Source: an optimization exercise on an open RTL-to-GDS flow (aim: a short achievable clock period). Production flows keep margins and buffers that such runs may drop.
In this exercise RTL edits were held to simulation tests only and were not proved equivalent to the original.
Power and IR drop assume default switching activity.

$ cat flow/design.v
package rv_decode_pkg;
	typedef logic [32-1:0] word_t;
	typedef logic [$clog2(32)-1:0] reg_idx_t;
	typedef logic [9:0] mod_t;  
	typedef struct packed {
		logic lui;
		logic auipc;
		logic jal;
		logic jalr;
		logic branch;
		logic load;
		logic store;
		logic arlog_imm;
		logic arlog;
		logic misc_mem;
		logic system;
	} inst_class_t;
	typedef struct packed {
		word_t pc;
		word_t inst;
	} fetch_pkt_t;
	typedef struct packed {
		word_t       pc;
		inst_class_t cls;
		logic        illegal;
		reg_idx_t    rd;
		reg_idx_t    rs1;
		reg_idx_t    rs2;
		mod_t        mod;
		word_t       imm;
	} decode_pkt_t;
	typedef struct packed {
		word_t       pc;
		inst_class_t cls;
		logic        illegal;
		reg_idx_t    rd;
		mod_t        mod;
		word_t       op_a;
		word_t       op_b;
		word_t       store_data;
	} issue_pkt_t;
endpackage
`timescale 1ns/1ps
module inst_fetch_reg
(
	input  logic       clk,
	input  logic       rst,
	input  logic       in_valid,
	input  rv_decode_pkg::fetch_pkt_t in_pkt,
	output logic       f_valid,
	output rv_decode_pkg::fetch_pkt_t f_pkt
);
	always_ff @(posedge clk) begin
		if (rst) begin
			f_valid <= 1'b0;
		end else begin
			f_valid <= in_valid;
		end
	end
	always_ff @(posedge clk) begin
		if (in_valid) begin
			f_pkt <= in_pkt;
		end
	end
endmodule
`timescale 1ns/1ps
module inst_decoder
(
	input  logic        clk,
	input  logic        rst,
	input  logic        f_valid,
	input  rv_decode_pkg::fetch_pkt_t  f_pkt,
	output logic        d_valid,
	output rv_decode_pkg::decode_pkt_t d_pkt
);
	rv_decode_pkg::word_t       ir;
	logic [6:0]  opcode;
	logic [2:0]  funct3;
	logic [6:0]  funct7;
	logic [11:0] imm_i;
	logic [31:12] imm_u;
	logic [11:0] imm_s;
	logic [12:1] imm_b;
	logic [20:1] imm_j;
	rv_decode_pkg::inst_class_t cls;
	rv_decode_pkg::mod_t        mod;
	rv_decode_pkg::word_t       imm;
	assign ir     = f_pkt.inst;
	assign opcode = ir[6:0];
	assign funct3 = ir[14:12];
	assign funct7 = ir[31:25];
	assign imm_i = ir[31:20];
	assign imm_u = ir[31:12];
	assign imm_s = {ir[31:25], ir[11:7]};
	assign imm_b = {ir[31], ir[7], ir[30:25], ir[11:8]};
	assign imm_j = {ir[31], ir[19:12], ir[20], ir[30:21]};
	always_comb begin
		cls = '0;
		case (opcode)
			7'b0110111:       cls.lui       = 1'b1;
			7'b0010111:     cls.auipc     = 1'b1;
			7'b1101111:       cls.jal       = 1'b1;
			7'b1100111:      cls.jalr      = 1'b1;
			7'b1100011:    cls.branch    = 1'b1;
			7'b0000011:      cls.load      = 1'b1;
			7'b0100011:     cls.store     = 1'b1;
			7'b0010011: cls.arlog_imm = 1'b1;
			7'b0110011:     cls.arlog     = 1'b1;
			7'b0001111:  cls.misc_mem  = 1'b1;
			7'b1110011:    cls.system    = 1'b1;
			default:        cls           = '0;  
		endcase
	end
	always_comb begin
		mod      = '0;
		mod[2:0] = funct3;
		if (cls.arlog) begin
			mod[9:3] = funct7;
		end else if (cls.arlog_imm && (funct3 == 3'b001 || funct3 == 3'b101)) begin
			mod[9:3] = funct7;  
		end
	end
	always_comb begin
		imm = '0;
		if (cls.lui || cls.auipc) begin
			imm = {imm_u, 12'b0};
		end else if (cls.jal) begin
			imm = {{11{imm_j[20]}}, imm_j, 1'b0};
		end else if (cls.jalr || cls.load || cls.arlog_imm) begin
			imm = {{20{imm_i[11]}}, imm_i};
		end else if (cls.branch) begin
			imm = {{19{imm_b[12]}}, imm_b, 1'b0};
		end else if (cls.store) begin
			imm = {{20{imm_s[11]}}, imm_s};
		end
	end
	always_ff @(posedge clk) begin
		if (rst) begin
			d_valid <= 1'b0;
		end else begin
			d_valid <= f_valid;
		end
	end
	always_ff @(posedge clk) begin
		if (f_valid) begin
			d_pkt.pc      <= f_pkt.pc;
			d_pkt.cls     <= cls;
			d_pkt.illegal <= ~|cls;  
			d_pkt.rd      <= ir[11:7];
			d_pkt.rs1     <= ir[19:15];
			d_pkt.rs2     <= ir[24:20];
			d_pkt.mod     <= mod;
			d_pkt.imm     <= imm;
		end
	end
endmodule
`timescale 1ns/1ps
module reg_file
(
	input  logic     clk,
	input  logic     rst,
	input  rv_decode_pkg::reg_idx_t rs1,
	input  rv_decode_pkg::reg_idx_t rs2,
	output rv_decode_pkg::word_t    rdata1,
	output rv_decode_pkg::word_t    rdata2,
	input  logic     wb_en,
	input  rv_decode_pkg::reg_idx_t wb_rd,
	input  rv_decode_pkg::word_t    wb_data
);
	rv_decode_pkg::word_t regs [1:32-1];
	always_comb begin
		if (rs1 == '0) begin
			rdata1 = '0;
		end else if (wb_en && wb_rd == rs1) begin
			rdata1 = wb_data;  
		end else begin
			rdata1 = regs[rs1];
		end
	end
	always_comb begin
		if (rs2 == '0) begin
			rdata2 = '0;
		end else if (wb_en && wb_rd == rs2) begin
			rdata2 = wb_data;  
		end else begin
			rdata2 = regs[rs2];
		end
	end
	always_ff @(posedge clk) begin
		if (rst) begin
			for (int i = 1; i < 32; i++) begin
				regs[i] <= '0;
			end
		end else if (wb_en && wb_rd != '0) begin
			regs[wb_rd] <= wb_data;
		end
	end
endmodule
`timescale 1ns/1ps
module operand_stage
(
	input  logic        clk,
	input  logic        rst,
	input  logic        d_valid,
	input  rv_decode_pkg::decode_pkt_t d_pkt,
	output rv_decode_pkg::reg_idx_t    rs1,
	output rv_decode_pkg::reg_idx_t    rs2,
	input  rv_decode_pkg::word_t       rdata1,
	input  rv_decode_pkg::word_t       rdata2,
	output logic        out_valid,
	output rv_decode_pkg::issue_pkt_t  out_pkt
);
	rv_decode_pkg::word_t op_a;
	rv_decode_pkg::word_t op_b;
	logic  use_imm;
	assign rs1 = d_pkt.rs1;
	assign rs2 = d_pkt.rs2;
	always_comb begin
		if (d_pkt.cls.auipc || d_pkt.cls.jal) begin
			op_a = d_pkt.pc;
		end else if (d_pkt.cls.lui) begin
			op_a = '0;
		end else begin
			op_a = rdata1;
		end
	end
	assign use_imm = d_pkt.cls.lui | d_pkt.cls.auipc | d_pkt.cls.jal
		| d_pkt.cls.jalr | d_pkt.cls.load | d_pkt.cls.store
		| d_pkt.cls.arlog_imm;
	assign op_b = use_imm ? d_pkt.imm : rdata2;
	always_ff @(posedge clk) begin
		if (rst) begin
			out_valid <= 1'b0;
		end else begin
			out_valid <= d_valid;
		end
	end
	always_ff @(posedge clk) begin
		if (d_valid) begin
			out_pkt.pc         <= d_pkt.pc;
			out_pkt.cls        <= d_pkt.cls;
			out_pkt.illegal    <= d_pkt.illegal;
			out_pkt.rd         <= d_pkt.rd;
			out_pkt.mod        <= d_pkt.mod;
			out_pkt.op_a       <= op_a;
			out_pkt.op_b       <= op_b;
			out_pkt.store_data <= rdata2;
		end
	end
endmodule
`timescale 1ns/1ps
module decode_pipe
(
	input  logic       clk,
	input  logic       rst,
	input  logic       in_valid,
	input  rv_decode_pkg::fetch_pkt_t in_pkt,
	input  logic       wb_en,
	input  rv_decode_pkg::reg_idx_t   wb_rd,
	input  rv_decode_pkg::word_t      wb_data,
	output logic       out_valid,
	output rv_decode_pkg::issue_pkt_t out_pkt
);
	logic        f_valid;
	rv_decode_pkg::fetch_pkt_t  f_pkt;
	logic        d_valid;
	rv_decode_pkg::decode_pkt_t d_pkt;
	rv_decode_pkg::reg_idx_t    rs1;
	rv_decode_pkg::reg_idx_t    rs2;
	rv_decode_pkg::word_t       rdata1;
	rv_decode_pkg::word_t       rdata2;
	inst_fetch_reg u_fetch_reg (
		.clk      (clk),
		.rst      (rst),
		.in_valid (in_valid),
		.in_pkt   (in_pkt),
		.f_valid  (f_valid),
		.f_pkt    (f_pkt)
	);
	inst_decoder u_decoder (
		.clk     (clk),
		.rst     (rst),
		.f_valid (f_valid),
		.f_pkt   (f_pkt),
		.d_valid (d_valid),
		.d_pkt   (d_pkt)
	);
	reg_file u_reg_file (
		.clk     (clk),
		.rst     (rst),
		.rs1     (rs1),
		.rs2     (rs2),
		.rdata1  (rdata1),
		.rdata2  (rdata2),
		.wb_en   (wb_en),
		.wb_rd   (wb_rd),
		.wb_data (wb_data)
	);
	operand_stage u_operand (
		.clk       (clk),
		.rst       (rst),
		.d_valid   (d_valid),
		.d_pkt     (d_pkt),
		.rs1       (rs1),
		.rs2       (rs2),
		.rdata1    (rdata1),
		.rdata2    (rdata2),
		.out_valid (out_valid),
		.out_pkt   (out_pkt)
	);
endmodule
`timescale 1ns/1ps
module rv_decode_top
(
	input  logic        clk,
	input  logic        rst,
	input  logic        in_valid,
	input  logic [31:0] in_pc,
	input  logic [31:0] in_inst,
	input  logic        wb_en,
	input  logic [4:0]  wb_rd,
	input  logic [31:0] wb_data,
	output logic        out_valid,
	output logic [31:0] out_pc,
	output logic [10:0] out_cls,
	output logic        out_illegal,
	output logic [4:0]  out_rd,
	output logic [9:0]  out_mod,
	output logic [31:0] out_op_a,
	output logic [31:0] out_op_b,
	output logic [31:0] out_store_data
);
	rv_decode_pkg::fetch_pkt_t in_pkt;
	rv_decode_pkg::issue_pkt_t out_pkt;
	assign in_pkt.pc   = in_pc;
	assign in_pkt.inst = in_inst;
	decode_pipe u_decode_pipe (
		.clk       (clk),
		.rst       (rst),
		.in_valid  (in_valid),
		.in_pkt    (in_pkt),
		.wb_en     (wb_en),
		.wb_rd     (wb_rd),
		.wb_data   (wb_data),
		.out_valid (out_valid),
		.out_pkt   (out_pkt)
	);
	assign out_pc         = out_pkt.pc;
	assign out_cls        = out_pkt.cls;
	assign out_illegal    = out_pkt.illegal;
	assign out_rd         = out_pkt.rd;
	assign out_mod        = out_pkt.mod;
	assign out_op_a       = out_pkt.op_a;
	assign out_op_b       = out_pkt.op_b;
	assign out_store_data = out_pkt.store_data;
endmodule
$ cat flow/run.sh
#!/bin/bash
# synth_recipe.tcl (not shown) runs the flow's synth.tcl, then flattens the netlist and writes it again
# the make line also repeats each setting of config.mk as NAME=value (left out here)
make -C /OpenROAD-flow-scripts/flow DESIGN_CONFIG=/design/flow/config.mk WORK_HOME=/design/flow/orfs CLKGATE_MAP_FILE= SYNTH_SCRIPT=/design/flow/synth_recipe.tcl finish
$ cat flow/config.mk
export PLATFORM = sky130hd
export DESIGN_NAME = rv_decode_top
export DESIGN_NICKNAME = rv_decode_top
export VERILOG_FILES = /design/flow/design.v
export SDC_FILE = /design/flow/constraint.sdc
export NUM_CORES = 4
export LEC_CHECK = 0
export CAP_MARGIN = 20
export CORE_MARGIN = 2
export CORE_UTILIZATION = 40
export SLEW_MARGIN = 20
$ cat flow/constraint.sdc
create_clock -name core_clock -period 3.8 [get_ports {clk}]
set_input_delay 0.7600 -clock core_clock [delete_from_list [all_inputs] [get_ports {clk}]]
set_output_delay 0.7600 -clock core_clock [all_outputs]
set_load 0.01 [all_outputs]
==> key figures <==
Logic synthesis
  – Compound-Gate Fraction of Synth Area: 6.13%
  – Post-Synth Adder-Cell Area: 0%
  – Cell count after synthesis: 4,474
  – Post-synthesis xor/xnor area fraction: 0.133%
  – Seq/Total Area, Yosys: 61.6%
  – Simple-gate share of the synthesized area: 9.72%
  – Multiplexer share of the synthesized area: 18.3%
  – Main combinational cell family by area after synthesis: multiplexers
  – Post-synth ARST share: 0%
  – Number of synthesized flops with an enable pin: 1,344
  – Synthesized area: 0.0659 mm²
  – Netlist cell types: 72
  – Top FF cell, synth: edfxtp_1
  – Seq cells post-synth: 1,357
  – Avg Cell Area, Syn: 14.7 µm²
  – Synth Warn #: 4

Run status
  – Outcome: no timing/DRC/antenna violations

Clocking
  – H-Tree Level Count: 4
  – CTS tree: done
  – Clock Latency Late Sink: 0.82 ns
  – Clk sinks: 1,357
  – TritonCTS Buffers: 152
  – Root buf cell: clkbuf_16
  – Post-CTS Setup Bufs: 0
  – Post-CTS sizing: 0
  – Max Root-Sink Buffers: 3
  – Clock Pin Slew Worst Setup and Hold Paths: 0.06 ns
  – Hold_buf cts: 0

Detailed routing
  – Routed wire length: 254,000 µm
  – Post-DRT Antenna Nets: 0
  – Drt initial violations: 7,063
  – Total number of vias: 46,700
  – WL per Instance: 36.6 µm
  – DRC Markers: 0
  – Via density: 6.73
  – Pre-Repair DR Iteration Count: 6

Placement
  – Placed Cells incl. Taps: 6,657
  – Post-DP HPWL: 154,000 µm
  – Port-buffer cells: 260
  – GP Congestion: 0.888

Floorplanning
  – Core Region: 0.163 mm²
  – Die outline height: 410 µm
  – Starting Density: 40.4%
  – Horiz. Die Dim: 410 µm
  – Die footprint: 0.168 mm²
  – Row cnt: 148
  – I/O pins: 261

Critical path
  – Worst-path maximum fanout: 25
  – Setup Crit Path Kind: reg -> reg
  – CP Launch Type: flip-flop
  – CP endpoint kind: flip-flop
  – Req. time, crit path: 4.49 ns
  – Worst R2R Setup Slack: 0.37 ns
  – Worst EP arrival: 4.11 ns

Global route
  – Global-route total usage across every layer: 29.7%
  – First-pass GRT wire length: 351,000 µm
  – Pin count of the biggest net entering global routing: 108
  – Gr ovfl total: 0
  – Number of global-route vias before repair: 45,600
  – Initial antenna violation count: 8

Finish
  – Fin cells: 6,936
  – Nets: 4,741
  – P&R area growth vs syn: 16.8%
  – Fraction of layout cells with a size suffix above 1: 20.3%

Timing
  – Slew margin rel.: 21.2%
  – Final hold vios: 0
  – Final Skew: 0.0375 ns
  – Minimum clock period: 3.43 ns
  – Slew Viols, Final: 0
  – Final Setup Violations: 0
  – Slew @ Worst Pin: 1.18 ns
  – Final period utilization: 90.1%
  – Fmax achieved: 292 MHz
  – RSZ-0062 raised after global routing: no

Pwr
  – Total power: 0.0382 W
  – Maximum VDD drop: 0.397 mV
  – Leakage: 24.7 nW
  – P per Cell Area: 496 mW/mm²

Hold path
  – Tightest Hold Check Type: reg -> reg

Run
  – Maxcap violations: 0
Yosys cell counts (18+ instances only):
library cell,n,area (µm²)
a221oi_1,38,333
nand4_1,34,213
o31ai_1,18,135
a22oi_1,162,1220
buf_2,98,490
edfxtp_1,1344,40400
inv_1,36,135
o32ai_2,31,504
o21ai_0,21,105
nor4_1,20,125
mux4_2,343,7720
o21bai_1,52,390
buf_4,29,218
clkbuf_1,355,1330
and2_1,18,113
nand2_1,47,176
a31oi_1,18,113
nor2_1,25,93.8
buf_1,32,120
buf_6,28,315
mux2_2,47,529
or2_1,30,188
o22ai_1,104,651
mux2i_1,377,3770
nor3_1,997,4990
through the flow:
stage | hold WS (ns) | area (µm²) | utilization [%] | setup slack [ns] | TNS [ns]
after global routing | 0.426 | 77000 | 47.2 | 0.540 | 0
after floorplan | 0.400 | 66000 | - | -0.0990 | -12.67
after global placement | 0.401 | 72200 | 44.2 | 0.0266 | 0
after detailed placement | 0.405 | 72200 | 44.2 | 0.0568 | 0
after CTS | 0.419 | 77000 | 47.2 | 0.561 | 0
final | 0.405 | 77000 | 47.2 | 0.375 | 0
placed cells by master, fill, tap and decap left out, types with 30 or more instances in the layout:
cell type	instances
buf_12	70
mux2i_1	377
a221oi_1	38
clkdlybuf4s50_1	259
clkbuf_1	30
mux2_2	47
clkbuf_16	153
o32ai_2	31
nand4_1	34
o22ai_1	104
conb_1	32
edfxtp_1	1344
nand2_1	42
o21bai_4	32
or2_1	30
inv_1	36
clkinv_1	43
mux4_2	343
nor3_1	997
buf_4	198
a22oi_1	162
power by group:
part / internal (W) / total [W] / switching, W
combinational: 0.00220 / 0.00568 / 0.00348
sequential: 0.0173 / 0.0179 / 0.000597
clock: 0.00826 / 0.0146 / 0.00630
layout make-up:
class,count,area [µm²]
fillers,14100,86100
flip-flops and latches,1357,40700
multi-input cells,2561,23200
repair buffers,527,5480
clock buffers,184,3960
well taps,2175,2720
clock inverters,89,862
inverters,37,139
diodes,6,15.0
per-layer routing:
| layer | share of wire (%) | GRT usage [%] |
|---|---|---|
| met3 | 12 | 6.93 |
| met5 | 0.0051 | 0 |
| met2 | 45 | 45.4 |
| met4 | 6.4 | 16.8 |
| met1 | 37 | 38.9 |
cell families after synthesis:
family / count (synthesis)
multiplexers: 767
AND/OR/NAND/NOR: 1236
buffers and inverters: 587
flip-flops: 1357
XOR/XNOR: 10
AO/OA/AOI/OAI: 516
other: 1
critical path, cell delays in order, from the launching register on:
cell	delay, ns
dfxtp_1	0.57
buf_4	0.24
nand3b_1	0.14
buf_4	0.66
o22ai_1	0.19
or2_1	0.28
o32ai_2	0.89
mux2_2	0.30
final timing paths:
kind | start | to | cells past startpoint
worst min register to register | u_decode_pipe.u_fetch_reg.f_pkt[34] | u_decode_pipe.u_decoder.d_pkt[71] | 0
worst min-delay path | u_decode_pipe.u_fetch_reg.f_pkt[34] | u_decode_pipe.u_decoder.d_pkt[71] | 0
worst max register to register | flip-flop | u_decode_pipe.u_operand.out_pkt[52] | 7
worst max-delay path | flip-flop | u_decode_pipe.u_operand.out_pkt[52] | 7
flip-flops by register name (all words and copies together), names as in the netlist, named ones only:
name / flops
u_decode_pipe.u_operand.out_pkt: 155
u_decode_pipe.u_fetch_reg.f_valid: 1
u_decode_pipe.u_operand.out_valid: 1
u_decode_pipe.u_decoder.d_valid: 1
u_decode_pipe.u_reg_file.regs: 1024
u_decode_pipe.u_fetch_reg.f_pkt: 64
u_decode_pipe.u_decoder.d_pkt: 101

-- re-timing with driven ports --
In the flow no input, the clock included, has a driving cell. The finished layout below was timed again as built, in two steps.
Step 1 sets driving cells, clkbuf_16 on the clock port and buf_2 on the other inputs (assumed; they add their load-dependent delay and slew).
Step 2 also shifts input and output timing later by t, the mid clock arrival at the registers, as if the neighbouring blocks saw the same clock.
Three values: no drivers, after step 1, after step 2; two values: the first two.
shift t [ns]: 0.893
setup WS [ns]: 0.375 / 0.375 / -0.071
worst setup path after step 2: input to register
clock arrival spread, ns: 0.046 / 0.047
With both steps, setup timing fails in this run, where it was met with ideal ports. For this run, drivers alone change the setup slack by 0.000 ns; drivers and shift together by -0.446 ns.
